Background: an optimization exercise with open tools, aiming at small area and a short achievable clock period. Do not read the settings as production practice.
Only simulation tests tie the RTL to the original design; equivalence was not proved.
No activity file was given, so power comes from the tool's default toggle rates.

--- flow/run.sh ---
#!/bin/bash
# Standard layout, with plain buffers on the ports and sizing not tied to cell footprints.
set -euo pipefail
bash standard.sh BUFFER_PORTS_ARGS="-buffer_cell sky130_fd_sc_hd__buf_2" MATCH_CELL_FOOTPRINT=0 finish > flow_make.log 2>&1
--- standard.sh ---
#!/bin/bash
# synth_recipe.tcl (not shown) runs the flow's synth.tcl, then flattens the netlist and writes it again
# the make line also repeats each setting of config.mk as NAME=value (left out here)
make -C /OpenROAD-flow-scripts/flow DESIGN_CONFIG=/design/flow/config.mk WORK_HOME=/design/flow/orfs CLKGATE_MAP_FILE= SYNTH_SCRIPT=/design/flow/synth_recipe.tcl "${@:-finish}"
--- config.mk ---
export PLATFORM = sky130hd
export DESIGN_NAME = rs_alu
export DESIGN_NICKNAME = rs_alu
export VERILOG_FILES = /design/flow/design.v
export SDC_FILE = /design/flow/constraint.sdc
export NUM_CORES = 4
export LEC_CHECK = 0
export CAP_MARGIN = 20
export CORE_MARGIN = 2
export CORE_UTILIZATION = 70
export CTS_BUF_LIST = sky130_fd_sc_hd__clkbuf_16
export CTS_CLUSTER_DIAMETER = 100
export CTS_CLUSTER_SIZE = 20
export PLACE_DENSITY = 0.78
export SETUP_SLACK_MARGIN = 5.0
export SLEW_MARGIN = 20
export TNS_END_PERCENT = 0
--- constraint.sdc ---
create_clock -name core_clock -period 7.5 [get_ports {clk}]
set_input_delay 1.5000 -clock core_clock [delete_from_list [all_inputs] [get_ports {clk}]]
set_output_delay 1.5000 -clock core_clock [all_outputs]
set_load 0.01 [all_outputs]
--- design.v ---
`timescale 1ns/1ps
package rs_pkg;
  localparam int N_ENT     = 8;
  localparam int ENT_SEL   = 3;
  localparam int TAG_W     = 6;    
  localparam int DATA_W    = 32;
  localparam int SPECTAG_W = 5;
  localparam int AGE_W     = 6;    
  localparam int DLY_W     = 3;    
  localparam int OP_W      = 4;
  typedef enum logic [OP_W-1:0] {
    ALU_ADD  = 4'd0,
    ALU_SUB  = 4'd1,
    ALU_AND  = 4'd2,
    ALU_OR   = 4'd3,
    ALU_XOR  = 4'd4,
    ALU_SLL  = 4'd5,
    ALU_SRL  = 4'd6,
    ALU_SRA  = 4'd7,
    ALU_SLT  = 4'd8,
    ALU_SLTU = 4'd9
  } alu_op_e;
  typedef struct packed {
    logic [TAG_W-1:0]     src_a;
    logic [TAG_W-1:0]     src_b;
    logic [DATA_W-1:0]    imm;
    logic [TAG_W-1:0]     dest;
    logic                 dest_valid;
    alu_op_e              alu_op;
    logic [SPECTAG_W-1:0] spectag;
    logic [AGE_W-1:0]     age;
    logic [DLY_W-1:0]     delay;     
  } rs_payload_t;
  localparam int PL_W = 2*TAG_W + DATA_W + TAG_W + 1 + OP_W + SPECTAG_W + AGE_W + DLY_W;   
  localparam int OFS_DLY  = 0;
  localparam int OFS_AGE  = OFS_DLY + DLY_W;
  localparam int OFS_STAG = OFS_AGE + AGE_W;
  localparam int OFS_OP   = OFS_STAG + SPECTAG_W;
  localparam int OFS_DV   = OFS_OP + OP_W;
  localparam int OFS_DEST = OFS_DV + 1;
  localparam int OFS_IMM  = OFS_DEST + TAG_W;
  localparam int OFS_SRCB = OFS_IMM + DATA_W;
  localparam int OFS_SRCA = OFS_SRCB + TAG_W;
endpackage
`timescale 1ns/1ps
import rs_pkg::*;
module rs_alloc (
  input  logic             disp_valid,
  input  logic [N_ENT-1:0] busy,
  output logic [N_ENT-1:0] we             
);
  always_comb
  begin
    for (int i = 0; i < N_ENT; i++)
    begin
      we[i] = disp_valid && !busy[i];
      for (int k = 0; k < i; k++)
        we[i] = we[i] && busy[k];
    end
  end
endmodule
`timescale 1ns/1ps
import rs_pkg::*;
module rs_entry (
  input  logic                 clk,
  input  logic                 rst,
  input  logic                 we,
  input  rs_pkg::rs_payload_t  wr_payload,
  input  logic                 wr_rdy_a,
  input  logic                 wr_rdy_b,
  input  logic                 wr_specbit,
  input  logic                 grant,
  output logic                 ready,
  output logic                 busy,
  output logic                 busy_nx,     
  output rs_pkg::rs_payload_t  payload,
  output logic                 specbit_o,
  input  logic                 wk_valid,    
  input  logic                 wk_fast,     
  input  logic [TAG_W-1:0]     wk_tag,
  input  logic [DLY_W-1:0]     wk_load,     
  input  logic                 br_valid,
  input  logic                 br_success,
  input  logic [SPECTAG_W-1:0] br_tag
);
  rs_pkg::rs_payload_t pl;
  logic             specbit;
  logic [1:0]       wt;              
  logic [DLY_W-1:0] ecnt;
  logic [DLY_W-1:0] ecnt_dec;
  logic [TAG_W-1:0] src_tag [2];
  logic [TAG_W-1:0] new_tag [2];
  logic [1:0]       new_rdy;
  logic [1:0]       eq;
  logic [1:0]       hit;
  logic [1:0]       new_hit;
  logic [1:0]       src_rdy;
  logic             br_match;
  logic             kill;
  logic             disp_br_match;
  logic             disp_kill;
  always_comb
  begin
    src_tag[0] = pl.src_a;
    src_tag[1] = pl.src_b;
    new_tag[0] = wr_payload.src_a;
    new_tag[1] = wr_payload.src_b;
    new_rdy    = {wr_rdy_b, wr_rdy_a};
    for (int s = 0; s < 2; s++)
    begin
      eq[s]      = (wk_tag == src_tag[s]);
      hit[s]     = wt[s] && wk_valid && eq[s];
      new_hit[s] = wk_valid && (wk_tag == new_tag[s]);
      src_rdy[s] = !wt[s] || (wk_fast && eq[s]);
    end
  end
  assign ecnt_dec = (ecnt == '0) ? '0 : ecnt - 1'b1;
  assign br_match      = br_valid && (br_tag == pl.spectag);
  assign kill          = br_match && !br_success && specbit;
  assign disp_br_match = br_valid && (br_tag == wr_payload.spectag);
  assign disp_kill     = disp_br_match && !br_success && wr_specbit;
  assign busy_nx = we ? !disp_kill : (busy && !kill);
  always_ff @(posedge clk)
  begin
    if (!rst)
      busy <= 1'b0;
    else
      busy <= busy_nx && !grant;
  end
  always_ff @(posedge clk)
  begin
    if (!busy)
    begin
      pl      <= wr_payload;
      specbit <= wr_specbit && !disp_br_match;
      wt      <= ~new_rdy & ~new_hit;
      ecnt    <= |(~new_rdy & new_hit) ? wk_load : '0;
    end
    else
    begin
      if (br_match && br_success)
        specbit <= 1'b0;
      wt <= wt & ~hit;
      if (|hit && wk_load > ecnt_dec)
        ecnt <= wk_load;
      else
        ecnt <= ecnt_dec;
    end
  end
  assign ready     = busy && (ecnt == '0) && src_rdy[0] && src_rdy[1];
  assign payload   = pl;
  assign specbit_o = specbit;
endmodule
`timescale 1ns/1ps
import rs_pkg::*;
module rs_issue_select (
  input  logic                  clk,
  input  logic [N_ENT-1:0]      busy,
  input  logic [AGE_W-1:0]      wr_age,
  input  logic [N_ENT*AGE_W-1:0] ages,       
  input  logic [N_ENT-1:0]      ready,
  output logic [N_ENT-1:0]      grant,
  output logic                  any
);
  logic             older [N_ENT][N_ENT];
  logic [N_ENT-1:0] below;   
  logic [AGE_W:0]   cmp_a, cmp_b;
  logic [AGE_W:0]   cmp_e;
  logic             cmp_t;
  logic [N_ENT-1:0] c;       
  always_comb
  begin
    for (int k = 0; k < N_ENT; k++)
    begin
      below[k] = 1'b1;
      for (int m = 0; m <= k; m++)
        below[k] = below[k] && busy[m];
      cmp_a = {ages[k*AGE_W +: AGE_W], 1'b0};
      cmp_b = {wr_age, below[k]};
      cmp_e = ~(cmp_a ^ cmp_b);
      c[k]  = 1'b0;
      for (int n = 0; n <= AGE_W; n++)
      begin
        cmp_t = !cmp_a[n] && cmp_b[n];
        for (int m = n + 1; m <= AGE_W; m++)
          cmp_t = cmp_t && cmp_e[m];
        c[k] = c[k] || cmp_t;
      end
    end
  end
  always_ff @(posedge clk)
  begin
    for (int i = 0; i < N_ENT; i++)
      for (int j = i + 1; j < N_ENT; j++)
        if (!busy[j])
          older[i][j] <= c[i];         
        else if (!busy[i])
          older[i][j] <= !c[j];        
  end
  always_comb
  begin
    for (int j = 0; j < N_ENT; j++)
    begin
      grant[j] = ready[j];
      for (int i = 0; i < N_ENT; i++)
        if (i < j)
          grant[j] = grant[j] && !(ready[i] && older[i][j]);
        else if (i > j)
          grant[j] = grant[j] && !(ready[i] && !older[j][i]);
    end
  end
  assign any = |ready;
endmodule
`timescale 1ns/1ps
import rs_pkg::*;
module rs_alu (
  input  logic                 clk,
  input  logic                 rst,
  input  logic                 disp_valid,
  input  logic [TAG_W-1:0]     disp_src_a,
  input  logic [TAG_W-1:0]     disp_src_b,
  input  logic [TAG_W-1:0]     disp_dest,
  input  logic                 disp_rdy_a,
  input  logic                 disp_rdy_b,
  input  logic [DATA_W-1:0]    disp_imm,
  input  logic                 disp_dest_valid,
  input  logic [OP_W-1:0]      disp_alu_op,
  input  logic [SPECTAG_W-1:0] disp_spectag,
  input  logic                 disp_specbit,
  input  logic [AGE_W-1:0]     disp_age,
  input  logic [DLY_W-1:0]     disp_delay,
  input  logic                 br_valid,
  input  logic                 br_success,
  input  logic [SPECTAG_W-1:0] br_tag,
  output logic                 full,
  output logic                 issue_valid,
  output logic [TAG_W-1:0]     issue_src_a,
  output logic [TAG_W-1:0]     issue_src_b,
  output logic [TAG_W-1:0]     issue_dest,
  output logic [DATA_W-1:0]    issue_imm,
  output logic                 issue_dest_valid,
  output logic [OP_W-1:0]      issue_alu_op,
  output logic [SPECTAG_W-1:0] issue_spectag,
  output logic                 issue_specbit
);
  rs_pkg::rs_payload_t       disp_payload;
  logic [N_ENT*PL_W-1:0]     payloads;
  logic [N_ENT-1:0]          we;
  logic [N_ENT-1:0]          ready;
  logic [N_ENT-1:0]          busy;
  logic [N_ENT-1:0]          busy_nx;
  logic [N_ENT-1:0]          specbits;
  logic [N_ENT-1:0]          grant;
  logic                      any;
  logic [N_ENT*AGE_W-1:0]    ages;
  logic [TAG_W-1:0]          iss_dest;
  logic                      iss_dv;
  logic [DLY_W-1:0]          iss_dly;
  logic                      wk_valid;    
  logic                      wk_fast;     
  logic [DLY_W-1:0]          wk_load;
  always_comb
  begin
    disp_payload.src_a      = disp_src_a;
    disp_payload.src_b      = disp_src_b;
    disp_payload.imm        = disp_imm;
    disp_payload.dest       = disp_dest;
    disp_payload.dest_valid = disp_dest_valid;
    disp_payload.alu_op     = rs_pkg::alu_op_e'(disp_alu_op);
    disp_payload.spectag    = disp_spectag;
    disp_payload.age        = disp_age;
    disp_payload.delay      = disp_delay;
  end
  rs_alloc u_alloc (
    .disp_valid (disp_valid),
    .busy       (busy),
    .we         (we)
  );
  assign wk_load  = (iss_dly == '0) ? '0 : iss_dly - 1'b1;
  genvar g;
  generate
    for (g = 0; g < N_ENT; g++)
    begin : g_ent
      rs_entry u_ent (
        .clk        (clk),
        .rst        (rst),
        .we         (we[g]),
        .wr_payload (disp_payload),
        .wr_rdy_a   (disp_rdy_a),
        .wr_rdy_b   (disp_rdy_b),
        .wr_specbit (disp_specbit),
        .grant      (grant[g]),
        .ready      (ready[g]),
        .busy       (busy[g]),
        .busy_nx    (busy_nx[g]),
        .payload    (payloads[g*PL_W +: PL_W]),
        .specbit_o  (specbits[g]),
        .wk_valid   (wk_valid),
        .wk_tag     (iss_dest),
        .wk_fast    (wk_fast),
        .wk_load    (wk_load),
        .br_valid   (br_valid),
        .br_success (br_success),
        .br_tag     (br_tag)
      );
    end
  endgenerate
  always_comb
  begin
    for (int i = 0; i < N_ENT; i++)
    begin
      ages[i*AGE_W +: AGE_W] = payloads[i*PL_W+OFS_AGE +: AGE_W];
    end
  end
  rs_issue_select u_sel (
    .clk    (clk),
    .busy   (busy),
    .wr_age (disp_age),
    .ages   (ages),
    .ready  (ready),
    .grant  (grant),
    .any    (any)
  );
  always_ff @(posedge clk)
  begin
    if (!rst)
    begin
      issue_valid <= 1'b0;
      full        <= 1'b0;
    end
    else
    begin
      issue_valid <= any;
      full        <= !any && (&busy_nx);
    end
  end
  logic [N_ENT-1:0] iss_sel;       
  logic [N_ENT-1:0] iss_sel_imm;   
  logic [PL_W-1:0]  p;
  logic             sb;
  logic             gv;
  logic             gf;
  always_comb
  begin
    p  = '0;
    sb = 1'b0;
    gv = 1'b0;
    gf = 1'b0;
    for (int i = 0; i < N_ENT; i++)
    begin
      p  = p  | ({PL_W{grant[i]}} & payloads[i*PL_W +: PL_W]);
      sb = sb | (grant[i] & specbits[i]);
      gv = gv | (grant[i] & payloads[i*PL_W+OFS_DV]);
      gf = gf | (grant[i] & payloads[i*PL_W+OFS_DV] & (payloads[i*PL_W+OFS_DLY +: DLY_W] == '0));
    end
  end
  always_ff @(posedge clk)
  begin
    iss_sel       <= grant;
    iss_sel_imm   <= rst ? grant : '0;
    iss_dest      <= p[OFS_DEST +: TAG_W];
    iss_dv        <= p[OFS_DV];
    iss_dly       <= p[OFS_DLY +: DLY_W];
    issue_specbit <= sb;
    wk_valid      <= rst && gv;
    wk_fast       <= rst && gf;
  end
  always_comb
  begin
    issue_src_a   = '0;
    issue_src_b   = '0;
    issue_imm     = '0;
    issue_alu_op  = '0;
    issue_spectag = '0;
    for (int i = 0; i < N_ENT; i++)
    begin
      issue_src_a   = issue_src_a   | ({TAG_W{iss_sel[i]}}     & payloads[i*PL_W+OFS_SRCA +: TAG_W]);
      issue_src_b   = issue_src_b   | ({TAG_W{iss_sel[i]}}     & payloads[i*PL_W+OFS_SRCB +: TAG_W]);
      issue_imm     = issue_imm     | ({DATA_W{iss_sel_imm[i]}} & payloads[i*PL_W+OFS_IMM +: DATA_W]);
      issue_alu_op  = issue_alu_op  | ({OP_W{iss_sel[i]}}      & payloads[i*PL_W+OFS_OP +: OP_W]);
      issue_spectag = issue_spectag | ({SPECTAG_W{iss_sel[i]}} & payloads[i*PL_W+OFS_STAG +: SPECTAG_W]);
    end
  end
  assign issue_dest       = iss_dest;
  assign issue_dest_valid = iss_dv;
endmodule
==> impl_metrics.csv, run 1 <==
group,metric,value,unit
outcome,status,"timing/DRC/antenna clean",
floorplanning,core_area,39910,um^2
timing,tns,0,ps
timing,setup_viol,0,
floorplanning,die_h,205.5,um
clocking,cts.sinks,667,
route,drt_iter0_markers,2463,
placement,dp.cells,2651,
critical_path,critical-path-top-delay-family,"compound AO/OA/AOI/OAI gates",
placement,port_buffers,144,
clocking,cts_tree,"done",
route,via_count,18860,
synth,synthCells,2042,
synth,ys_ff_latch,667,
global_route,antenna_found_initial,3,
global_route,grt_remaining_overflow,0,
critical_path,cp-end-kind,"flop",
finish,fin_cells,2728,
finish,nFillCells,2322,
synth,synth_top_area_cell,"edfxtp_1",
finish,drive_gt1_share,14.31,%
floorplanning,rows,73,
synth,postSynthAreaPerCell,13.92,um^2
route,ant_nets,0,
floorplanning,dieArea,42240,um^2
critical_path,reg2reg_from,"iss_dest[5]",
critical_path,arrival,3720,ps
timing,fmax,0.3050,GHz
finish,multi_input_area,8513,um^2
critical_path,crit_buf_inv,4,
placement,place_area,29680,um^2
clocking,ctsHtreeMaxLevel,2,
global_route,grt_max_degree,60,
timing,clock_skew,30.51,ps
finish,fin_nets,2347,
placement,post-dp-hpwl,47120,um
finish,synthToLayoutAreaGrowth,9.723,%
finish,fin_util,78.14,%
timing,finalHoldViolCount,0,
synth,synth.distinct_cells,66,
route,drt-pass1-iter-count,6,
timing,whs,487.2,ps
clocking,clk_pin_slew,90,ps
global_route,grt_pass1_vias,18880,
critical_path,path_cells,"buf_6 > xnor2_1 > nand4_1 > o31ai_1 > nand4_2 > buf_4 > buf_4 > o22ai_1 > nor3_2 > buf_4 > a2111oi_2 > nand3_1",
clocking,clk_latency,590,ps
timing,period_minus_slack,3279,ps
finish,fin_area,31190,um^2
placement,place.gp.congestion,0.9634,
synth,synth_nets,2212,
floorplanning,dieWidth,205.5,um
power,fin_total_pwr,7.022,mW
floorplanning,io_pins,145,
worst_hold_path,hold_path.class,"reg -> reg",
critical_path,critPathMaxStageDelay,410,ps
timing,rsz0062_at_grt,"yes",
floorplanning,start_util,71.22,%
placement,dp_slack,3551,ps
critical_path,required,7940,ps
global_route,track_usage,36.68,%
clocking,clockRootBuffer,"clkbuf_16",
power,p_leak,11.82,nW
route,vias_per_cell,6.915,
timing,finalMaxSlewViolations,0,
clocking,numCtsBuffers,39,
synth,netlist_area,28430,um^2
critical_path,slowest_stage,"o31ai_1",
worst_hold_path,worstHoldStart,"g_ent[4].u_ent.pl[24]",
route,wl,76140,um
critical_path,worst_path_most_repeated_cell,"buf_4",
critical_path,cp-start-kind,"flop",
synth,synth-edff-count,588,
critical_path,crit_path_max_fanout,19,
synth,async_flop_share,0,%
critical_path,path_class,"reg -> reg",
finish,final_common_cell,"edfxtp_1",
global_route,grt_pass1_wl,114000,um
synth,seq_area_frac_synth,67.68,%
timing,worstMarginPinSlew,1091,ps
timing,post-route-period-util,43.72,%
flow_run,max_cap_viol_count,0,
finish,register_area,19270,um^2
route,drc,0,
power,ir_drop,0.0002563,V
critical_path,reg2reg_slack,4220,ps
clocking,clockBufferDepth,3,
synth,synth_top_area_share,62.11,%
timing,slew_headroom,27.29,%
timing,layout_setup_ws,4221,ps
critical_path,crit_start,"iss_dest[5]",
finish,final_cell_mix,"588 x edfxtp_1, 239 x a22oi_1, 144 x buf_2",
synth,synth_warnings,7,
route,routedWlPerCell,27.91,um
synth,yosys-top-cells-area,"edfxtp_1 62%, a22oi_1 6.5%, dfxtp_1 5.6%",
power,power_density,225.1,nW/um^2
synth,synth_flop_cell,"edfxtp_1",
cell type report:
| cell class | instances | share of cell area (%) |
|---|---|---|
| inverter | 126 | 1.556 |
| clock inverter | 26 | 0.4011 |
| clock buffer | 39 | 3.129 |
| multi-input combinational | 1155 | 27.29 |
| antenna | 2 | 0.01605 |
| tap | 525 | 2.106 |
| sequential | 667 | 61.77 |
| timing repair buffer | 188 | 3.731 |
final timing paths:
kind,endpoint,cells after the start
max,iss_dest[1],12
min,iss_dest[5],2
max reg2reg,iss_dest[1],12
min reg2reg,iss_dest[5],2
flip-flops by register name (all words and copies together), names as in the netlist:
name	cells
iss_sel_imm	8
g_ent.u_ent.ecnt	24
wk_fast	1
g_ent.u_ent.wt	16
u_sel.older	28
iss_dv	1
iss_dly	3
g_ent.u_ent.specbit	8
issue_specbit	1
g_ent.u_ent.busy	8
wk_valid	1
full	1
issue_valid	1
g_ent.u_ent.pl	552
iss_dest	6
iss_sel	8
what timing repair did:
item                       4_1_cts  5_1_grt
setup endpoints to repair      168      202
gates resized for setup         56       21
setup buffers                    4        6
hold buffers                     0        0
pin swaps                        6        6
cell families (layout without fill, tap and decap cells):
group                    after synthesis  in the layout  share of synthesized area, %
other                                  0              2                             0
flip-flops                           667            667                         67.68
adder cells (fa/ha/maj)               88             88                         3.873
multiplexers                          14             14                        0.4973
buffers and inverters                220            379                         3.297
AND/OR/NAND/NOR                      422            422                         7.751
AO/OA/AOI/OAI                        478            478                         12.19
XOR/XNOR                             153            153                         4.714
worst min-delay path: cells and delay by family (launching register included):
kind	cells	cell delay (ps)
compound gates	1	70
flops	1	330
simple gates	1	70
Yosys cell counts, types with 8 or more instances:
| master | count |
|---|---|
| edfxtp_1 | 588 |
| clkbuf_1 | 70 |
| dfxtp_1 | 79 |
| ha_1 | 88 |
| inv_1 | 125 |
| nor4_1 | 21 |
| a21o_1 | 31 |
| buf_2 | 8 |
| nand2_1 | 99 |
| a21oi_1 | 54 |
| nor2_1 | 70 |
| nor3_1 | 44 |
| xor2_1 | 82 |
| a21boi_0 | 20 |
| xnor2_1 | 71 |
| nand3_1 | 47 |
| o21ai_0 | 42 |
| nand4_1 | 72 |
| mux2i_1 | 13 |
| and2_1 | 19 |
| a22oi_1 | 246 |
| o22ai_1 | 19 |
| buf_6 | 13 |
| nand3b_1 | 10 |
layer usage:
| layer | routed length (um) | up-vias | track usage (%) |
|---|---|---|---|
| met5 | 25 | - | 0 |
| met4 | 3687 | 4 | 16.86 |
| met3 | 8293 | 245 | 5.892 |
| met2 | 36680 | 1302 | 59.78 |
| met1 | 27460 | 9215 | 49.10 |
| li1 | - | 8097 | - |
power breakdown:
part	leakage [nW]	switching [mW]	internal [mW]
registers	6.84	0.129	4.27
logic	4.36	0.318	0.168
clock network	0.618	1.18	0.956
total	11.8	1.62	5.40
==> run 2, diff against run 1 <==
--- a/config.mk
+++ b/config.mk
@@ -8,9 +8,8 @@
 export CAP_MARGIN = 20
 export CORE_MARGIN = 2
-export CORE_UTILIZATION = 70
+export CORE_UTILIZATION = 50
 export CTS_BUF_LIST = sky130_fd_sc_hd__clkbuf_16
 export CTS_CLUSTER_DIAMETER = 100
 export CTS_CLUSTER_SIZE = 20
-export PLACE_DENSITY = 0.78
 export SETUP_SLACK_MARGIN = 5.0
 export SLEW_MARGIN = 20
==> impl_metrics.csv, run 2 <==
group,metric,value,unit
outcome,status,"timing/DRC/antenna clean",
synth,synthCells,2042,
clocking,ctsHtreeMaxLevel,2,
synth,synth_nets,2212,
global_route,track_usage,26.75,%
power,p_leak,11.91,nW
clocking,cts_hold_buf,0,
route,drt-pass1-iter-count,7,
floorplanning,core_area,56280,um^2
timing,setup_viol,0,
finish,fin_cells,2969,
finish,fin_nets,2351,
clocking,clk_pin_slew,90,ps
timing,fmax,0.3059,GHz
timing,whs,487.5,ps
synth,synth_top_area_share,62.11,%
critical_path,path_cells,"buf_12 > a22oi_2 > nand4_1 > buf_2",
finish,largest_reg_flops,552,
floorplanning,dieWidth,242.4,um
critical_path,slowest_stage,"dfxtp_1",
critical_path,reg2reg_depth,9,
timing,clock_skew,32.86,ps
timing,worstMarginPinSlew,954.3,ps
route,via_count,18240,
floorplanning,start_util,50.51,%
critical_path,crit_start,"iss_sel_imm[4]",
synth,seq_area_frac_synth,67.68,%
critical_path,reg2reg_slack,4250,ps
clocking,clk_latency,610,ps
route,drt_iter0_markers,1933,
route,wl,79840,um
timing,period_minus_slack,3269,ps
timing,tns,0,ps
route,drc,0,
finish,drive_gt1_share,14.52,%
placement,post-dp-hpwl,49910,um
power,power_density,223.7,nW/um^2
clocking,clockBufferDepth,3,
synth,yosys-top-cells-area,"edfxtp_1 62%, a22oi_1 6.5%, dfxtp_1 5.6%",
critical_path,path_class,"reg -> out",
global_route,grt_remaining_overflow,0,
synth,synth.distinct_cells,66,
critical_path,reg2reg_from,"iss_dest[0]",
floorplanning,io_pins,145,
synth,async_flop_share,0,%
finish,final_cell_mix,"588 x edfxtp_1, 235 x a22oi_1, 143 x buf_2",
critical_path,critPathMaxStageDelay,330,ps
critical_path,crit_buf_inv,2,
synth,netlist_area,28430,um^2
critical_path,required,6000,ps
finish,final_common_cell,"edfxtp_1",
timing,post-route-period-util,43.59,%
synth,ys_ff_latch,667,
power,fin_total_pwr,7.078,mW
synth,synth_flop_cell,"edfxtp_1",
floorplanning,rows,87,
global_route,grt_pass1_wl,117500,um
power,ir_drop,0.0002244,V
global_route,grt_pass1_vias,18140,
worst_hold_path,hold_path.class,"reg -> reg",
synth,synth_warnings,7,
clocking,numCtsBuffers,39,
finish,top_regs,"g_ent.u_ent.pl (552), u_sel.older (28), g_ent.u_ent.ecnt (24)",
timing,finalHoldViolCount,0,
floorplanning,dieArea,58780,um^2
placement,dp.cells,2885,
placement,dp_slack,3443,ps
synth,postSynthAreaPerCell,13.92,um^2
placement,place.gp.congestion,0.9200,
critical_path,critical-path-top-delay-family,"buffers and inverters",
clocking,cts.sinks,667,
synth,synth-edff-count,588,
critical_path,worst_r2r_endpoint,"iss_dly[0]",
synth,synthMostInstantiatedCell,"edfxtp_1",
finish,synthToLayoutAreaGrowth,11.29,%
synth,synth_top_area_cell,"edfxtp_1",
synth,netlist_top_cells_count,"588 x edfxtp_1, 246 x a22oi_1, 125 x inv_1, 99 x nand2_1, 88 x ha_1",
finish,regMostFlops,"g_ent.u_ent.pl",
floorplanning,die_h,242.4,um
flow_run,max_cap_viol_count,0,
timing,slew_headroom,36.38,%
critical_path,cp-end-kind,"primary output",
timing,finalMaxSlewViolations,0,
placement,port_buffers,144,
timing,layout_setup_ws,4231,ps
critical_path,crit_path_max_fanout,32,
timing,rsz0062_at_grt,"yes",
critical_path,cp.depth,4,
route,ant_nets,0,
critical_path,arrival,1770,ps
critical_path,worstSetupEndpoint,"issue_imm[31]",
clocking,clockRootBuffer,"clkbuf_16",
global_route,antenna_found_initial,7,
critical_path,cp-start-kind,"flop",
global_route,grt_max_degree,54,
route,vias_per_cell,6.142,
clocking,cts_tree,"done",
route,routedWlPerCell,26.89,um
==> run 2: cell counts after synthesis <==
Identical to the previous run, type by type.
==> run 2: stage by stage <==
stage / utilization (%) / cell area, um^2
after floorplan: - / 28500
after global placement: 53.30 / 30000
after detailed placement: 53.32 / 30010
after CTS: 55.95 / 31490
after global routing: 56.21 / 31630
final: 56.21 / 31640
==> run 2: power breakdown <==
part / internal (mW) / leakage [nW] / switching (mW)
clock network: 0.969 / 0.658 / 1.22
registers: 4.27 / 6.84 / 0.124
logic: 0.169 / 4.41 / 0.324
==> run 2: logic make-up after synthesis <==
kind of cell	count (synthesis)	share of synthesized area [%]
simple gates	422	7.751
buf+inv	220	3.297
flops	667	67.68
mux	14	0.4973
compound gates	478	12.19
fa+ha+maj	88	3.873
xor+xnor	153	4.714
==> run 2: how the worst min path moves through the flow <==
| stage | start | to | slack [ps] | cells past startpoint |
|---|---|---|---|---|
| CTS | g_ent[4].u_ent.pl[21] | iss_dest[2] | 490 | 2 |
| global placement | g_ent[3].u_ent.pl[23] | iss_dest[4] | 460 | 2 |
| detailed placement | g_ent[4].u_ent.pl[21] | iss_dest[2] | 460 | 2 |
| floorplan | g_ent[3].u_ent.pl[21] | iss_dest[2] | 440 | 2 |
| global route | g_ent[7].u_ent.pl[24] | iss_dest[5] | 500 | 2 |
| finish | g_ent[3].u_ent.pl[23] | iss_dest[4] | 490 | 2 |
==> run 2: repair_timing <==
action | 4_1_cts | 5_1_grt
endpoints found under the setup margin | 155 | 156
pin swaps | 7 | 5
gates cloned | 0 | 1
setup buffers | 8 | 2
resized for setup | 59 | 24
==> run 2: final cells by class <==
cell class,instances,area [um^2]
Timing Repair Buffer,192,1289
Antenna cell,2,5.005
Clock inverter,32,166.4
Clock buffer,39,975.9
Multi-Input combinational cell,1155,8498
Sequential cell,667,19260
Inverter,126,493.0
Fill cell,4586,24640
Tap cell,756,945.9
==> run 2: worst register-to-register path, cell delays in order, from the launching register on <==
cell and delay, ps:
dfxtp_1 310, buf_4 340, xnor2_1 270, nand4_1 260, o21ai_1 620, nand3_1 250
nand4b_2 320, nor2_4 160, a222oi_1 450, nand4_1 150
==> run 2: layer usage <==
layer	global-route usage [%]	routed length, um	up-vias
met1	37.58	33880	9181
li1	-	-	8126
met3	4.453	6294	116
met2	43.92	37980	805
met5	0	51	-
met4	5.973	1632	8
==> run 3, diff against run 2 <==
--- a/config.mk
+++ b/config.mk
@@ -8,5 +8,5 @@
 export CAP_MARGIN = 20
 export CORE_MARGIN = 2
-export CORE_UTILIZATION = 50
+export CORE_UTILIZATION = 65
 export CTS_BUF_LIST = sky130_fd_sc_hd__clkbuf_16
 export CTS_CLUSTER_DIAMETER = 100
==> impl_metrics.csv, run 3 <==
group,metric,value,unit
outcome,status,"timing/DRC/antenna clean",
clocking,ctsHtreeMaxLevel,2,
synth,synth_top_area_share,62.11,%
placement,place.gp.congestion,1.014,
timing,whs,493.3,ps
global_route,grt_max_degree,51,
route,vias_per_cell,6.699,
finish,final_common_cell,"edfxtp_1",
global_route,grt_remaining_overflow,0,
global_route,track_usage,35.45,%
critical_path,required,6000,ps
synth,synth_warnings,7,
worst_hold_path,hold_end,"iss_dest[5]",
timing,rsz0062_at_grt,"yes",
floorplanning,die_h,213.1,um
critical_path,cp-start-kind,"flop",
finish,drive_gt1_share,17.03,%
clocking,cts_tree,"done",
finish,fin_nets,2372,
critical_path,arrival,1710,ps
route,ant_nets,0,
placement,post-dp-hpwl,48520,um
critical_path,path_cells,"buf_12 > a22oi_2 > nand4_1 > buf_4",
timing,setup_viol,0,
synth,ys_ff_latch,667,
timing,worstMarginPinSlew,1103,ps
critical_path,worst_r2r_endpoint,"wk_valid",
floorplanning,io_pins,145,
synth,seq_area_frac_synth,67.68,%
synth,async_flop_share,0,%
floorplanning,dieWidth,213.1,um
timing,period_minus_slack,3213,ps
power,p_leak,12.07,nW
synth,netlist_area,28430,um^2
worst_hold_path,hold_path.class,"reg -> reg",
clocking,cts.sinks,667,
critical_path,cp-end-kind,"primary output",
timing,tns,0,ps
timing,fmax,0.3113,GHz
route,wl,80110,um
critical_path,path_class,"reg -> out",
placement,place_area,29760,um^2
clocking,numCtsBuffers,39,
synth,synthCells,2042,
critical_path,crit_path_max_fanout,8,
route,via_count,18840,
clocking,clockBufferDepth,3,
critical_path,reg2reg_depth,10,
floorplanning,start_util,65.99,%
timing,post-route-period-util,42.83,%
synth,synth-edff-count,588,
worst_hold_path,hold_depth,2,
power,ir_drop,0.0002396,V
route,drc,0,
route,drt-pass1-iter-count,6,
finish,synthToLayoutAreaGrowth,12.39,%
critical_path,slowest_stage,"dfxtp_4",
timing,finalMaxSlewViolations,0,
worst_hold_path,worstHoldStart,"g_ent[4].u_ent.pl[24]",
route,drt_iter0_markers,2221,
timing,slew_headroom,25.69,%
clocking,clk_pin_slew,90,ps
floorplanning,dieArea,45420,um^2
finish,largest_reg_flops,552,
synth,synth_top_area_cell,"edfxtp_1",
finish,final_cell_mix,"588 x edfxtp_1, 215 x a22oi_1, 142 x buf_2",
clocking,clk_latency,580,ps
finish,register_area,19300,um^2
synth,yosys-top-cells-area,"edfxtp_1 62%, a22oi_1 6.5%, dfxtp_1 5.6%",
synth,synth_nets,2212,
floorplanning,rows,76,
finish,nFillCells,2795,
finish,regMostFlops,"g_ent.u_ent.pl",
timing,clock_skew,20.76,ps
synth,synthMostInstantiatedCell,"edfxtp_1",
synth,synth.distinct_cells,66,
power,power_density,221.0,nW/um^2
global_route,antenna_found_initial,4,
route,routedWlPerCell,28.49,um
floorplanning,core_area,43080,um^2
timing,finalHoldViolCount,0,
synth,synth_flop_cell,"edfxtp_1",
finish,top_regs,"g_ent.u_ent.pl (552), u_sel.older (28), g_ent.u_ent.ecnt (24)",
finish,fin_area,31950,um^2
global_route,grt_pass1_wl,116500,um
clocking,clockRootBuffer,"clkbuf_16",
clocking,cts_hold_buf,0,
placement,port_buffers,144,
flow_run,max_cap_viol_count,0,
critical_path,reg2reg_slack,4310,ps
synth,netlist_top_cells_count,"588 x edfxtp_1, 246 x a22oi_1, 125 x inv_1, 99 x nand2_1, 88 x ha_1",
finish,multi_input_area,8655,um^2
critical_path,reg2reg_from,"iss_dest[5]",
synth,postSynthAreaPerCell,13.92,um^2
critical_path,critPathMaxStageDelay,410,ps
global_route,grt_pass1_vias,18420,
-- run 3: cell counts after synthesis --
No cell type changed its count.
-- run 3: critical path: cells and delay by family (launching register included) --
kind,cells,cell delay [ps]
AO/OA/AOI/OAI,1,170
buffers and inverters,2,370
flip-flops,1,410
AND/OR/NAND/NOR,1,170
-- run 3: routing by layer --
metal	routed length (um)	part of all wire (%)	up-vias	global-route usage (%)
met5	27	0.034	-	0
met4	4095	5.1	4	15.87
met3	7444	9.3	248	5.339
met2	38130	48	1188	57.52
met1	30420	38	9233	48.01
li1	-	-	8164	-
-- run 3: cell families (layout without fill, tap and decap cells) --
family / count (synthesis) / after routing / share of synthesized area [%]
buf+inv: 220 / 403 / 3.297
fa+ha+maj: 88 / 88 / 3.873
simple gates: 422 / 422 / 7.751
flops: 667 / 667 / 67.68
mux: 14 / 14 / 0.4973
other cells: 0 / 2 / 0
compound gates: 478 / 478 / 12.19
xor+xnor: 153 / 153 / 4.714
-- run 3: layout make-up --
class	count	share of cell area, %
Tap cell	585	2.291
Sequential cell	667	60.41
Inverter	126	1.535
Multi-Input combinational cell	1155	27.09
Clock inverter	23	0.3094
Timing Repair Buffer	213	5.142
Clock buffer	41	3.211
Antenna cell	2	0.01566
-- run 3: what timing repair did --
item,CTS,global route
endpoints found under the setup margin,195,211
buffers inserted,16,8
pin swaps,10,18
gates resized for setup,94,35
endpoints found under the hold margin,0,0
gates cloned,8,3
-- run 3: worst max path at each step --
stage	start	end	depth (start not counted)
6_report	iss_sel_imm[4]	issue_imm[21]	4
5_1_grt	iss_sel_imm[2]	issue_imm[6]	4
4_1_cts	iss_sel[1]	issue_src_a[1]	4
3_5_place_dp	iss_dest[2]	wk_fast	8
3_3_place_gp	iss_dest[1]	wk_valid	8
2_1_floorplan	disp_age[0]	u_sel.older[1]	8
-- run 3: power by group --
part	total (mW)	internal, mW	switching (mW)
clock network	2.16	0.992	1.17
logic	0.500	0.175	0.325
registers	4.40	4.27	0.132
total	7.06	5.44	1.62
-- run 3: stage by stage --
step / utilization (%) / power (mW) / instances / setup slack [ps]
6_report: 74.17 / 7.062 / 2812 / 4287
5_1_grt: 74.17 / 7.239 / 2812 / 4238
4_1_cts: 73.40 / 7.045 / 2799 / 4315
3_5_place_dp: 69.09 / 4.943 / 2711 / 3729
3_3_place_gp: 69.09 / 4.926 / 2711 / 3737
2_1_floorplan: - / 4.711 / 2042 / 4436
==> run 4, diff against run 3 <==
--- a/config.mk
+++ b/config.mk
@@ -8,5 +8,5 @@
 export CAP_MARGIN = 20
 export CORE_MARGIN = 2
-export CORE_UTILIZATION = 65
+export CORE_UTILIZATION = 60
 export CTS_BUF_LIST = sky130_fd_sc_hd__clkbuf_16
 export CTS_CLUSTER_DIAMETER = 100
==> impl_metrics.csv, run 4 <==
group,metric,value,unit
global_route,grt_pass1_vias,18140,
synth,synth_warnings,7,
synth,ys_ff_latch,667,
synth,netlist_top_cells_count,"588 x edfxtp_1, 246 x a22oi_1, 125 x inv_1, 99 x nand2_1, 88 x ha_1",
synth,synthMostInstantiatedCell,"edfxtp_1",
power,ir_drop,0.0001979,V
clocking,clockBufferDepth,3,
synth,synth.distinct_cells,66,
critical_path,crit_start,"iss_sel[2]",
synth,synth_top_area_cell,"edfxtp_1",
power,power_density,223.7,nW/um^2
global_route,antenna_found_initial,5,
finish,fin_area,31430,um^2
critical_path,cp-end-kind,"primary output",
timing,fmax,0.3082,GHz
timing,whs,493.3,ps
floorplanning,start_util,60.93,%
critical_path,reg2reg_slack,4320,ps
timing,finalHoldViolCount,0,
outcome,status,"timing/DRC/antenna clean",
synth,postSynthAreaPerCell,13.92,um^2
timing,worstMarginPinSlew,1072,ps
floorplanning,dieWidth,221.7,um
finish,top_regs,"g_ent.u_ent.pl (552), u_sel.older (28), g_ent.u_ent.ecnt (24)",
finish,synthToLayoutAreaGrowth,10.56,%
clocking,clk_latency,590,ps
synth,synth_nets,2212,
finish,regMostFlops,"g_ent.u_ent.pl",
critical_path,reg2reg_depth,10,
critical_path,required,6000,ps
route,vias_per_cell,6.481,
timing,finalMaxSlewViolations,0,
worst_hold_path,hold_end,"iss_dest[4]",
critical_path,worst_r2r_endpoint,"wk_valid",
synth,synth-edff-count,588,
timing,setup_viol,0,
route,drt_iter0_markers,2018,
route,routedWlPerCell,27.75,um
synth,async_flop_share,0,%
worst_hold_path,hold_path.class,"reg -> reg",
clocking,clockRootBuffer,"clkbuf_16",
critical_path,cp-start-kind,"flop",
global_route,grt_max_degree,59,
synth,synth_flop_cell,"edfxtp_1",
placement,post-dp-hpwl,49190,um
worst_hold_path,hold_depth,2,
finish,fin_nets,2353,
synth,seq_area_frac_synth,67.68,%
placement,place.gp.congestion,0.9740,
placement,dp_slack,3608,ps
timing,period_minus_slack,3244,ps
placement,port_buffers,144,
finish,largest_reg_flops,552,
global_route,track_usage,31.78,%
synth,synthCells,2042,
clocking,clk_pin_slew,90,ps
timing,slew_headroom,28.53,%
flow_run,max_cap_viol_count,0,
clocking,cts.sinks,667,
route,via_count,18250,
worst_hold_path,worstHoldStart,"g_ent[1].u_ent.pl[23]",
synth,netlist_area,28430,um^2
floorplanning,dieArea,49140,um^2
finish,drive_gt1_share,14.99,%
finish,final_cell_mix,"588 x edfxtp_1, 230 x a22oi_1, 143 x buf_2",
clocking,cts_hold_buf,0,
synth,yosys-top-cells-area,"edfxtp_1 62%, a22oi_1 6.5%, dfxtp_1 5.6%",
clocking,cts_tree,"done",
clocking,ctsHtreeMaxLevel,2,
timing,layout_setup_ws,4256,ps
timing,tns,0,ps
global_route,grt_remaining_overflow,0,
critical_path,path_class,"reg -> out",
critical_path,reg2reg_from,"iss_dest[2]",
route,wl,78150,um
clocking,numCtsBuffers,39,
placement,place_area,29840,um^2
critical_path,arrival,1740,ps
floorplanning,io_pins,145,
global_route,grt_pass1_wl,115900,um
power,fin_total_pwr,7.031,mW
timing,rsz0062_at_grt,"yes",
floorplanning,die_h,221.7,um
critical_path,crit_path_max_fanout,6,
route,drc,0,
timing,post-route-period-util,43.26,%
power,p_leak,11.89,nW
route,drt-pass1-iter-count,17,
route,ant_nets,0,
synth,synth_top_area_share,62.11,%
timing,clock_skew,39.24,ps
floorplanning,core_area,46650,um^2
finish,final_common_cell,"edfxtp_1",
floorplanning,rows,79,
==> run 4: cell counts after synthesis <==
No cell type changed its count.
==> run 4: layer usage <==
metal	global-route usage [%]	vias to the layer above	share of wire (%)
li1	-	8124	-
met1	41.85	9028	39
met2	52.79	909	48
met3	5.195	182	8.1
met4	13.54	8	4.4
met5	0	-	0.068
==> run 4: repair_timing <==
action                     in CTS  in global routing
setup buffers                   0                  7
setup endpoints to repair     155                189
cloned                          2                  0
pin swaps                       3                  8
gates resized for setup        48                 42
==> run 4: metrics by stage <==
| step | utilization [%] | std cells |
|---|---|---|
| after CTS | 66.87 | 2808 |
| final | 67.37 | 2816 |
| after global routing | 67.37 | 2816 |
| after global placement | 63.96 | 2740 |
| after floorplan | - | 2042 |
| after detailed placement | 63.96 | 2740 |
==> run 4: cell type report <==
| cell class | instances | area, um^2 |
|---|---|---|
| Clock buffer | 39 | 975.9 |
| Multi-Input combinational cell | 1155 | 8546 |
| Antenna cell | 1 | 2.502 |
| Tap cell | 607 | 759.5 |
| Inverter | 126 | 491.7 |
| Clock inverter | 27 | 128.9 |
| Fill cell | 3371 | 15220 |
| Timing Repair Buffer | 194 | 1272 |
| Sequential cell | 667 | 19250 |
==> run 4: kinds of logic (layout without fill, tap and decap cells) <==
| kind of cell | Yosys count | count (layout) | synth area share [%] |
|---|---|---|---|
| AO/OA/AOI/OAI | 478 | 478 | 12.19 |
| other | 0 | 1 | 0 |
| buffers and inverters | 220 | 386 | 3.297 |
| XOR/XNOR | 153 | 153 | 4.714 |
| adder cells (fa/ha/maj) | 88 | 88 | 3.873 |
| flip-flops | 667 | 667 | 67.68 |
| multiplexers | 14 | 14 | 0.4973 |
| AND/OR/NAND/NOR | 422 | 422 | 7.751 |
==> run 4: critical path: stages, from the launching register on <==
cell	delay, ps
dfxtp_4	410
buf_12	160
a22oi_1	220
nand4_1	180
buf_2	180
==> run 4: worst max-delay path by stage <==
stage                                  to  slack, ps  cells after the start
after floorplan            u_sel.older[1]       4440                      8
after global routing        issue_imm[27]       4230                      4
after detailed placement  u_sel.older[31]       3610                      9
after global placement           wk_valid       3590                      9
after CTS                  issue_src_b[5]       4240                      4
final                      issue_src_b[1]       4260                      4
==> run 4: report_power, final <==
part / switching [mW] / internal [mW]
combinational: 0.324 / 0.169
clock: 1.18 / 0.957
sequential: 0.122 / 4.27
==> run 5, diff against run 4 <==
--- a/config.mk
+++ b/config.mk
@@ -10,6 +10,6 @@
 export CORE_UTILIZATION = 60
 export CTS_BUF_LIST = sky130_fd_sc_hd__clkbuf_16
-export CTS_CLUSTER_DIAMETER = 100
-export CTS_CLUSTER_SIZE = 20
+export CTS_CLUSTER_DIAMETER = 120
+export CTS_CLUSTER_SIZE = 30
 export SETUP_SLACK_MARGIN = 5.0
 export SLEW_MARGIN = 20
==> impl_metrics.csv, run 5 <==
group,metric,value,unit
outcome,status,"timing/DRC/antenna clean",
synth,synth_warnings,7,
finish,nFillCells,3406,
synth,seq_area_frac_synth,67.68,%
finish,fin_util,66.43,%
route,drc,0,
placement,port_buffers,144,
clocking,clk_pin_slew,120,ps
finish,top_regs,"g_ent.u_ent.pl (552), u_sel.older (28), g_ent.u_ent.ecnt (24)",
synth,synth.area.mux_share,0.4974,%
worst_hold_path,hold_path.class,"reg -> reg",
clocking,ctsHtreeMaxLevel,1,
timing,slew_headroom,28.10,%
timing,layout_setup_ws,4229,ps
clocking,clk_latency,620,ps
route,drt_iter0_markers,1898,
synth,async_flop_share,0,%
route,ant_nets,0,
critical_path,crit_path_max_fanout,21,
synth,synthMostInstantiatedCell,"edfxtp_1",
route,wl,76850,um
route,via_count,18080,
clocking,clockBufferDepth,3,
critical_path,path_cells,"buf_12 > a22oi_2 > nand4_1 > buf_2",
clocking,numCtsBuffers,26,
clocking,cts_tree,"done",
finish,fin_area,30990,um^2
power,p_leak,11.67,nW
flow_run,max_cap_viol_count,0,
finish,fin_cells,2792,
timing,finalHoldViolCount,0,
synth,synth-simple-area-share,7.751,%
finish,fin_nets,2335,
power,p_switching,1.550,mW
timing,post-route-period-util,43.61,%
synth,synth_top_area_cell,"edfxtp_1",
synth,synthAdderAreaFrac,3.873,%
synth,synth_compound_area_share,12.19,%
floorplanning,start_util,60.93,%
floorplanning,rows,79,
global_route,grt_max_degree,59,
global_route,antenna_found_initial,5,
critical_path,arrival,1770,ps
synth,synthCells,2042,
global_route,grt_pass1_wl,114600,um
synth,netlist_top_cells_count,"588 x edfxtp_1, 246 x a22oi_1, 125 x inv_1, 99 x nand2_1, 88 x ha_1",
timing,setup_viol,0,
timing,fmax,0.3057,GHz
critical_path,required,6000,ps
critical_path,cp-start-kind,"flop",
finish,synthToLayoutAreaGrowth,9.032,%
floorplanning,dieArea,49140,um^2
synth,postSynthAreaPerCell,13.92,um^2
timing,finalMaxSlewViolations,0,
global_route,grt_pass1_vias,17940,
route,vias_per_cell,6.476,
critical_path,slowest_stage,"dfxtp_2",
synth,synth_top_family_by_area,"compound AO/OA/AOI/OAI gates",
synth,ys_ff_latch,667,
floorplanning,dieWidth,221.7,um
critical_path,critPathMaxStageDelay,350,ps
synth,netlist_area,28430,um^2
finish,final_common_cell,"edfxtp_1",
clocking,cts.sinks,667,
synth,synth_flop_cell,"edfxtp_1",
finish,regMostFlops,"g_ent.u_ent.pl",
synth,synth_nets,2212,
floorplanning,io_pins,145,
critical_path,path_class,"reg -> out",
timing,worstMarginPinSlew,1078,ps
placement,place_area,29840,um^2
finish,final_cell_mix,"588 x edfxtp_1, 232 x a22oi_1, 144 x buf_2",
power,power_density,214.3,nW/um^2
global_route,grt_remaining_overflow,0,
timing,tns,0,ps
floorplanning,die_h,221.7,um
synth,synthXorXnorAreaFrac,4.714,%
finish,largest_reg_flops,552,
floorplanning,core_area,46650,um^2
finish,drive_gt1_share,14.06,%
synth,yosys-top-cells-area,"edfxtp_1 62%, a22oi_1 6.5%, dfxtp_1 5.6%",
global_route,track_usage,31.16,%
placement,place.gp.congestion,0.9740,
critical_path,cp-end-kind,"primary output",
power,comb_power_share,7.4,%
placement,dp_slack,3608,ps
timing,period_minus_slack,3271,ps
clocking,clockRootBuffer,"clkbuf_16",
synth,synth_top_area_share,62.11,%
power,ir_drop,0.0001840,V
timing,clock_skew,30.44,ps
synth,synth-edff-count,588,
timing,whs,487.0,ps
placement,dp.cells,2740,
power,p_seq_share,66.2,%
synth,synth.distinct_cells,66,
power,fin_total_pwr,6.643,mW
route,drt-pass1-iter-count,17,
power,swShare,23.33,%
power,clkPwrFrac,26.5,%
route,routedWlPerCell,27.52,um
power,intPower,5.093,mW
placement,post-dp-hpwl,49190,um
timing,rsz0062_at_grt,"yes",
-- run 5: cell counts after synthesis --
Identical to the previous run, type by type.
-- run 5: cell families (layout without fill, tap and decap cells) --
| family | after synthesis | after routing |
|---|---|---|
| flip-flops | 667 | 667 |
| AO/OA/AOI/OAI | 478 | 478 |
| AND/OR/NAND/NOR | 422 | 422 |
| buffers and inverters | 220 | 362 |
| XOR/XNOR | 153 | 153 |
| adder cells (fa/ha/maj) | 88 | 88 |
| multiplexers | 14 | 14 |
| other | 0 | 1 |
-- run 5: power by group through the flow --
| stage | logic, mW | registers, mW | clock network (mW) |
|---|---|---|---|
| floorplan | 0.281 | 4.43 | 0 |
| global placement | 0.466 | 4.47 | 0 |
| detailed placement | 0.474 | 4.47 | 0 |
| CTS | 0.482 | 4.39 | 1.79 |
| global route | 0.532 | 4.42 | 1.90 |
| finish | 0.491 | 4.40 | 1.76 |
-- run 5: final cells by class --
class / instances / area (um^2) / area share (%)
Sequential cell: 667 / 19250 / 62.11
Tap cell: 607 / 759.5 / 2.450
Inverter: 126 / 491.7 / 1.586
Multi-Input combinational cell: 1155 / 8523 / 27.50
Timing Repair Buffer: 189 / 1197 / 3.863
Clock inverter: 21 / 117.6 / 0.3795
Clock buffer: 26 / 650.6 / 2.099
Antenna cell: 1 / 2.502 / 0.008074
-- run 5: timing repair --
action,4_1_cts,5_1_grt
resized for setup,48,36
gates cloned,0,0
hold endpoints to repair,0,0
pin swaps,1,5
hold buffers,0,0
setup buffers,0,4
endpoints found under the setup margin,155,174
-- run 5: final timing paths --
| path | slack, ps | cells after the start | end | start |
|---|---|---|---|---|
| worst max register to register | 4300 | 10 | wk_valid | iss_dest[2] |
| worst min-delay path | 490 | 2 | iss_dest[3] | g_ent[4].u_ent.pl[22] |
| worst max-delay path | 4230 | 4 | issue_src_b[5] | iss_sel[2] |
| worst min register to register | 490 | 2 | iss_dest[3] | g_ent[4].u_ent.pl[22] |
-- run 5: routing by layer --
metal  global-route usage (%)  up-vias  share of wire, %
li1                         -     8078                 -
met1                    41.92     9034                40
met2                    52.25      790                49
met3                    4.453      171               7.2
met4                    11.22        8               4.4
met5                        0        -             0.062
-- run 5: critical path, delay by kind of cell (launching register included) --
kind / cells / cell delay [ps]
simple gates: 1 / 220
buf+inv: 2 / 370
compound gates: 1 / 190
flops: 1 / 350
==> run 6, diff against run 5 <==
--- a/config.mk
+++ b/config.mk
@@ -10,6 +10,6 @@
 export CORE_UTILIZATION = 60
 export CTS_BUF_LIST = sky130_fd_sc_hd__clkbuf_16
-export CTS_CLUSTER_DIAMETER = 120
-export CTS_CLUSTER_SIZE = 30
+export CTS_CLUSTER_DIAMETER = 100
+export CTS_CLUSTER_SIZE = 24
 export SETUP_SLACK_MARGIN = 5.0
 export SLEW_MARGIN = 20
==> impl_metrics.csv, run 6 <==
group,metric,value,unit
outcome,status,"timing/DRC/antenna clean",
placement,port_buffers,144,
finish,synthToLayoutAreaGrowth,9.951,%
placement,place.gp.congestion,0.9740,
clocking,clk_latency,650,ps
power,ir_drop,0.0002342,V
synth,synth_flop_cell,"edfxtp_1",
timing,period_minus_slack,3307,ps
power,p_leak,11.81,nW
floorplanning,start_util,60.93,%
global_route,grt_pass1_wl,115200,um
critical_path,crit_start,"iss_sel[3]",
clocking,clockBufferDepth,3,
finish,drive_gt1_share,14.46,%
route,drc,0,
timing,tns,0,ps
timing,slew_headroom,28.41,%
floorplanning,dieWidth,221.7,um
power,swShare,23.10,%
power,power_density,217.9,nW/um^2
synth,synthCells,2042,
timing,worstMarginPinSlew,1074,ps
power,p_seq_share,64.5,%
finish,fin_area,31260,um^2
critical_path,reg2reg_depth,10,
synth,seq_area_frac_synth,67.68,%
floorplanning,die_h,221.7,um
placement,post-dp-hpwl,49190,um
clocking,cts.sinks,667,
clocking,clockRootBuffer,"clkbuf_16",
global_route,grt_remaining_overflow,0,
critical_path,path_class,"reg -> out",
route,drt-pass1-iter-count,17,
synth,synth_nets,2212,
floorplanning,io_pins,145,
finish,regMostFlops,"g_ent.u_ent.pl",
clocking,numCtsBuffers,31,
critical_path,cp-end-kind,"primary output",
timing,post-route-period-util,44.09,%
critical_path,required,6000,ps
synth,synthMostInstantiatedCell,"edfxtp_1",
clocking,cts_tree,"done",
route,vias_per_cell,6.478,
critical_path,path_cells,"buf_12 > a22oi_2 > nand4_1 > buf_2",
placement,place_area,29840,um^2
clocking,ctsHtreeMaxLevel,1,
timing,setup_viol,0,
route,routedWlPerCell,27.71,um
synth,synth_warnings,7,
floorplanning,core_area,46650,um^2
critical_path,slowest_stage,"dfxtp_4",
synth,synth-edff-count,588,
power,intPower,5.238,mW
critical_path,crit_path_max_fanout,6,
worst_hold_path,hold_path.class,"reg -> reg",
synth,ys_ff_latch,667,
timing,rsz0062_at_grt,"yes",
flow_run,max_cap_viol_count,0,
finish,top_regs,"g_ent.u_ent.pl (552), u_sel.older (28), g_ent.u_ent.ecnt (24)",
power,comb_power_share,7.2,%
critical_path,worst_r2r_endpoint,"wk_valid",
synth,yosys-top-cells-area,"edfxtp_1 62%, a22oi_1 6.5%, dfxtp_1 5.6%",
clocking,clk_pin_slew,110,ps
timing,finalMaxSlewViolations,0,
synth,synth_top_area_share,62.11,%
critical_path,reg2reg_from,"iss_dest[2]",
timing,finalHoldViolCount,0,
route,wl,77790,um
critical_path,critPathMaxStageDelay,400,ps
worst_hold_path,worstHoldStart,"g_ent[4].u_ent.pl[22]",
critical_path,worstSetupEndpoint,"issue_src_b[5]",
finish,final_cell_mix,"588 x edfxtp_1, 231 x a22oi_1, 144 x buf_2",
power,clkPwrFrac,28.2,%
timing,clock_skew,20.70,ps
global_route,antenna_found_initial,5,
global_route,track_usage,31.33,%
route,drt_iter0_markers,1984,
synth,postSynthAreaPerCell,13.92,um^2
synth,async_flop_share,0,%
finish,fin_nets,2345,
synth,synth.distinct_cells,66,
finish,nFillCells,3382,
finish,final_common_cell,"edfxtp_1",
critical_path,reg2reg_slack,4290,ps
critical_path,cp-start-kind,"flop",
floorplanning,rows,79,
finish,largest_reg_flops,552,
route,ant_nets,0,
synth,netlist_top_cells_count,"588 x edfxtp_1, 246 x a22oi_1, 125 x inv_1, 99 x nand2_1, 88 x ha_1",
floorplanning,dieArea,49140,um^2
global_route,grt_max_degree,59,
global_route,grt_pass1_vias,17910,
timing,fmax,0.3024,GHz
route,via_count,18180,
synth,synth_top_area_cell,"edfxtp_1",
critical_path,arrival,1810,ps
power,p_switching,1.574,mW
synth,netlist_area,28430,um^2
-- run 6: cell count changes in the layout (fill, tap and decap cells not counted), moves of 2 or more --
cell	change
buf_12	+2
buf_4	+2
clkbuf_16	+8
dfxtp_2	-2
dfxtp_4	+2
inv_1	+5
-- run 6: cell families (layout without fill, tap and decap cells) --
| family | Yosys count | in the layout | synth area share [%] |
|---|---|---|---|
| mux | 14 | 14 | 0.4973 |
| xor+xnor | 153 | 153 | 4.714 |
| compound gates | 478 | 478 | 12.19 |
| simple gates | 422 | 422 | 7.751 |
| fa+ha+maj | 88 | 88 | 3.873 |
| buf+inv | 220 | 377 | 3.297 |
| other cells | 0 | 1 | 0 |
| flops | 667 | 667 | 67.68 |
-- run 6: worst min-delay path by stage --
stage                   to  depth (start not counted)
3_3_place_gp   iss_dest[3]                          2
6_report       iss_dest[3]                          2
5_1_grt        iss_dest[3]                          2
4_1_cts        iss_dest[3]                          2
3_5_place_dp   iss_dest[3]                          2
2_1_floorplan  iss_dest[2]                          2
-- run 6: per-layer routing --
layer  share of wire (%)  global-route usage, %  up-vias
met5               0.067                      0        -
met2                  48                  52.52      895
met1                  40                  42.20     9007
met3                 7.3                  4.704      180
met4                 4.4                  10.77        8
li1                    -                      -     8093
-- run 6: per-stage QoR --
stage                     std cells  hold WS [ps]  worst slack, ps  power (mW)  util [%]
final                          2807         475.9             4193       6.811     66.99
after global routing           2807         506.3             4177       7.021     66.99
after CTS                      2799         479.3             4204       6.817     66.44
after detailed placement       2740         458.6             3608       4.948     63.96
after global placement         2740         459.3             3593       4.933     63.96
after floorplan                2042         440.4             4436       4.711         -
-- run 6: critical path, delay by kind of cell (launching register included) --
family          cells  cell delay (ps)
simple gates        1              230
flops               1              400
compound gates      1              150
buf+inv             2              370
-- run 6: power by group through the flow --
| stage | Clock [mW] | Sequential, mW | Combinational (mW) |
|---|---|---|---|
| after floorplan | 0 | 4.43 | 0.281 |
| after global placement | 0 | 4.47 | 0.466 |
| after detailed placement | 0 | 4.47 | 0.474 |
| after CTS | 1.94 | 4.39 | 0.482 |
| after global routing | 2.07 | 4.42 | 0.535 |
| final | 1.92 | 4.40 | 0.493 |
-- run 6: final cells by class --
class / count / area (um^2) / area share [%]
clock inverters: 26 / 140.1 / 0.4483
diodes: 1 / 2.502 / 0.008006
well taps: 607 / 759.5 / 2.430
multi-input cells: 1155 / 8528 / 27.28
clock buffers: 31 / 775.7 / 2.482
inverters: 126 / 491.7 / 1.573
flip-flops and latches: 667 / 19260 / 61.61
repair buffers: 194 / 1301 / 4.163
-- run 6: what timing repair did --
action,4_1_cts,5_1_grt
gates cloned,2,1
pin swaps,2,6
buffers inserted,0,6
resized for setup,51,40
endpoints found under the setup margin,155,175
hold buffers,0,0
==> run 7, diff against run 6 <==
--- a/config.mk
+++ b/config.mk
@@ -11,6 +11,6 @@
 export CTS_BUF_LIST = sky130_fd_sc_hd__clkbuf_16
 export CTS_CLUSTER_DIAMETER = 100
-export CTS_CLUSTER_SIZE = 24
-export SETUP_SLACK_MARGIN = 5.0
+export CTS_CLUSTER_SIZE = 20
+export SETUP_SLACK_MARGIN = 4.7
 export SLEW_MARGIN = 20
 export TNS_END_PERCENT = 0
==> impl_metrics.csv, run 7 <==
group,metric,value,unit
finish,register_area,19250,um^2
worst_hold_path,worstHoldStart,"g_ent[1].u_ent.pl[23]",
finish,nFillCells,3371,
clocking,cts_tree,"done",
timing,worstMarginPinSlew,1072,ps
synth,netlist_top_cells_count,"588 x edfxtp_1, 246 x a22oi_1, 125 x inv_1, 99 x nand2_1, 88 x ha_1",
synth,async_flop_share,0,%
finish,regMostFlops,"g_ent.u_ent.pl",
synth,synth_warnings,7,
clocking,numCtsBuffers,39,
synth,synth_top_family_by_area,"compound AO/OA/AOI/OAI gates",
timing,finalHoldViolCount,0,
route,drt_iter0_markers,2018,
critical_path,cp-start-kind,"flop",
power,power_density,223.7,nW/um^2
finish,final_cell_mix,"588 x edfxtp_1, 230 x a22oi_1, 143 x buf_2",
clocking,clk_pin_slew,90,ps
critical_path,reg2reg_slack,4320,ps
global_route,grt_remaining_overflow,0,
power,fin_total_pwr,7.031,mW
synth,synth_top_area_cell,"edfxtp_1",
critical_path,reg2reg_depth,10,
route,ant_nets,0,
clocking,cts_hold_buf,0,
timing,clock_skew,39.24,ps
global_route,grt_pass1_wl,115900,um
synth,synth-edff-count,588,
finish,top_regs,"g_ent.u_ent.pl (552), u_sel.older (28), g_ent.u_ent.ecnt (24)",
global_route,grt_pass1_vias,18140,
synth,synth_compound_area_share,12.19,%
placement,place.gp.congestion,0.9740,
placement,dp.cells,2740,
critical_path,cp-end-kind,"primary output",
synth,yosys-top-cells-area,"edfxtp_1 62%, a22oi_1 6.5%, dfxtp_1 5.6%",
route,drt-pass1-iter-count,17,
critical_path,crit_path_max_fanout,6,
finish,fin_util,67.37,%
outcome,status,"timing/DRC/antenna clean",
synth,synthXorXnorAreaFrac,4.714,%
synth,synth.area.mux_share,0.4974,%
floorplanning,rows,79,
synth,netlist_area,28430,um^2
flow_run,max_cap_viol_count,0,
finish,synthToLayoutAreaGrowth,10.56,%
synth,synth_nets,2212,
global_route,antenna_found_initial,5,
placement,port_buffers,144,
critical_path,path_class,"reg -> out",
clocking,clockBufferDepth,3,
route,via_count,18250,
timing,slew_headroom,28.53,%
finish,fin_cells,2816,
clocking,cts.sinks,667,
placement,post-dp-hpwl,49190,um
finish,multi_input_area,8546,um^2
route,drc,0,
floorplanning,die_h,221.7,um
timing,finalMaxSlewViolations,0,
global_route,grt_max_degree,59,
synth,synthCells,2042,
synth,synth-simple-area-share,7.751,%
timing,period_minus_slack,3244,ps
floorplanning,core_area,46650,um^2
synth,synth_flop_cell,"edfxtp_1",
worst_hold_path,hold_depth,2,
timing,post-route-period-util,43.26,%
synth,synth_top_area_share,62.11,%
finish,fin_area,31430,um^2
critical_path,required,6000,ps
placement,place_area,29840,um^2
timing,rsz0062_at_grt,"yes",
finish,largest_reg_flops,552,
clocking,clockRootBuffer,"clkbuf_16",
floorplanning,dieArea,49140,um^2
clocking,clk_latency,590,ps
synth,synth.distinct_cells,66,
synth,synthAdderAreaFrac,3.873,%
critical_path,worst_r2r_endpoint,"wk_valid",
floorplanning,start_util,60.93,%
finish,drive_gt1_share,14.99,%
power,ir_drop,0.0001979,V
floorplanning,io_pins,145,
worst_hold_path,hold_end,"iss_dest[4]",
worst_hold_path,hold_path.class,"reg -> reg",
timing,fmax,0.3082,GHz
route,wl,78150,um
global_route,track_usage,31.78,%
critical_path,reg2reg_from,"iss_dest[2]",
route,routedWlPerCell,27.75,um
finish,fin_nets,2353,
timing,tns,0,ps
synth,postSynthAreaPerCell,13.92,um^2
synth,synthMostInstantiatedCell,"edfxtp_1",
timing,setup_viol,0,
finish,final_common_cell,"edfxtp_1",
critical_path,arrival,1740,ps
synth,seq_area_frac_synth,67.68,%
clocking,ctsHtreeMaxLevel,2,
route,vias_per_cell,6.481,
power,p_leak,11.89,nW
synth,ys_ff_latch,667,
floorplanning,dieWidth,221.7,um
-- run 7: cell types whose count changed in the layout (fill, tap and decap cells not counted), sizes merged --
cell and delta:
clkbuf +8, bufinv -1, clkinv +1, inv +1
-- run 7: worst max path at each step --
stage,startpoint,end,cells after the start
finish,iss_sel[2],issue_src_b[1],4
CTS,iss_sel[2],issue_src_b[5],4
floorplan,disp_age[0],u_sel.older[1],8
detailed placement,disp_age[0],u_sel.older[31],9
global placement,iss_dest[5],wk_valid,9
global route,iss_sel_imm[7],issue_imm[27],4
-- run 7: power breakdown --
group / total, mW / switching (mW) / internal, mW / leakage [nW]
clock network: 2.14 / 1.18 / 0.957 / 0.624
logic: 0.494 / 0.324 / 0.169 / 4.43
registers: 4.40 / 0.122 / 4.27 / 6.84
total: 7.03 / 1.63 / 5.40 / 11.9
-- run 7: worst max-delay path, stage by stage, from the launching register on --
cell and delay (ps):
dfxtp_4 410, buf_12 160, a22oi_1 220, nand4_1 180, buf_2 180
-- run 7: cells by family after synthesis --
| logic type | count (synthesis) |
|---|---|
| compound gates | 478 |
| fa+ha+maj | 88 |
| simple gates | 422 |
| buf+inv | 220 |
| mux | 14 |
| xor+xnor | 153 |
| flops | 667 |
-- run 7: through the flow --
step,setup slack [ps],hold slack (ps)
floorplan,4436,440.4
global placement,3593,459.3
detailed placement,3608,458.6
CTS,4239,485.8
global route,4229,514.1
finish,4256,493.3
-- run 7: timing repair --
| item | 4_1_cts | 5_1_grt |
|---|---|---|
| pin swaps | 3 | 8 |
| gates cloned | 2 | 0 |
| endpoints found under the setup margin | 149 | 145 |
| buffers inserted | 0 | 7 |
| gates resized for setup | 48 | 42 |
-- run 7: area by class of cell --
cell class,count,area share [%]
sequential,667,61.26
multi-input combinational,1155,27.19
timing repair buffer,194,4.049
clock buffer,39,3.105
tap,607,2.416
inverter,126,1.564
clock inverter,27,0.4100
antenna,1,0.007962
-- run 7: layer usage --
layer | global-route usage, % | part of all wire, % | up-vias
li1 | - | - | 8124
met5 | 0 | 0.068 | -
met1 | 41.85 | 39 | 9028
met3 | 5.195 | 8.1 | 182
met2 | 52.79 | 48 | 909
met4 | 13.54 | 4.4 | 8

static timing again, ports no longer ideal:
The flow's constraints put no driver on any port. The routed layouts listed below were extracted and timed again, unchanged, in two steps.
Step 1 (the two cells are an assumption about what drives the block):
set clk [get_ports {clk}]
set_driving_cell -lib_cell sky130_fd_sc_hd__clkbuf_16 $clk
set_driving_cell -lib_cell sky130_fd_sc_hd__buf_2 [delete_from_list [all_inputs] $clk]
Step 2 also shifts input and output timing later by t, the mid clock arrival at the registers, as if the neighbouring blocks saw the same clock.
Three values: ideal, step 1, step 2; two values: the first two.
run | t, ns | setup WS [ns] | worst setup path after step 2 | slew at the worst register clock pin (ns) | cell pins on the clock port's net
run 1 | 0.635 | 4.221 / 4.197 / 3.752 | input to register | 0.09 / 0.09 | 1
run 2 | 0.663 | 4.231 / 4.162 / 3.751 | input to register | 0.09 / 0.09 | 1
run 3 | 0.631 | 4.287 / 4.228 / 3.804 | input to register | 0.09 / 0.09 | 1
run 4 | 0.633 | 4.256 / 4.197 / 3.823 | input to register | 0.09 / 0.09 | 1
run 5 | 0.665 | 4.229 / 4.169 / 3.743 | input to register | 0.12 / 0.12 | 1
run 6 | 0.694 | 4.193 / 4.136 / 3.748 | input to register | 0.11 / 0.11 | 1
run 7 | 0.633 | 4.256 / 4.197 / 3.823 | input to register | 0.09 / 0.09 | 1
After both steps setup and hold are still met in every run listed. For run 5, which loses most, drivers alone change the setup slack by -0.060 ns; drivers and shift together by -0.486 ns.
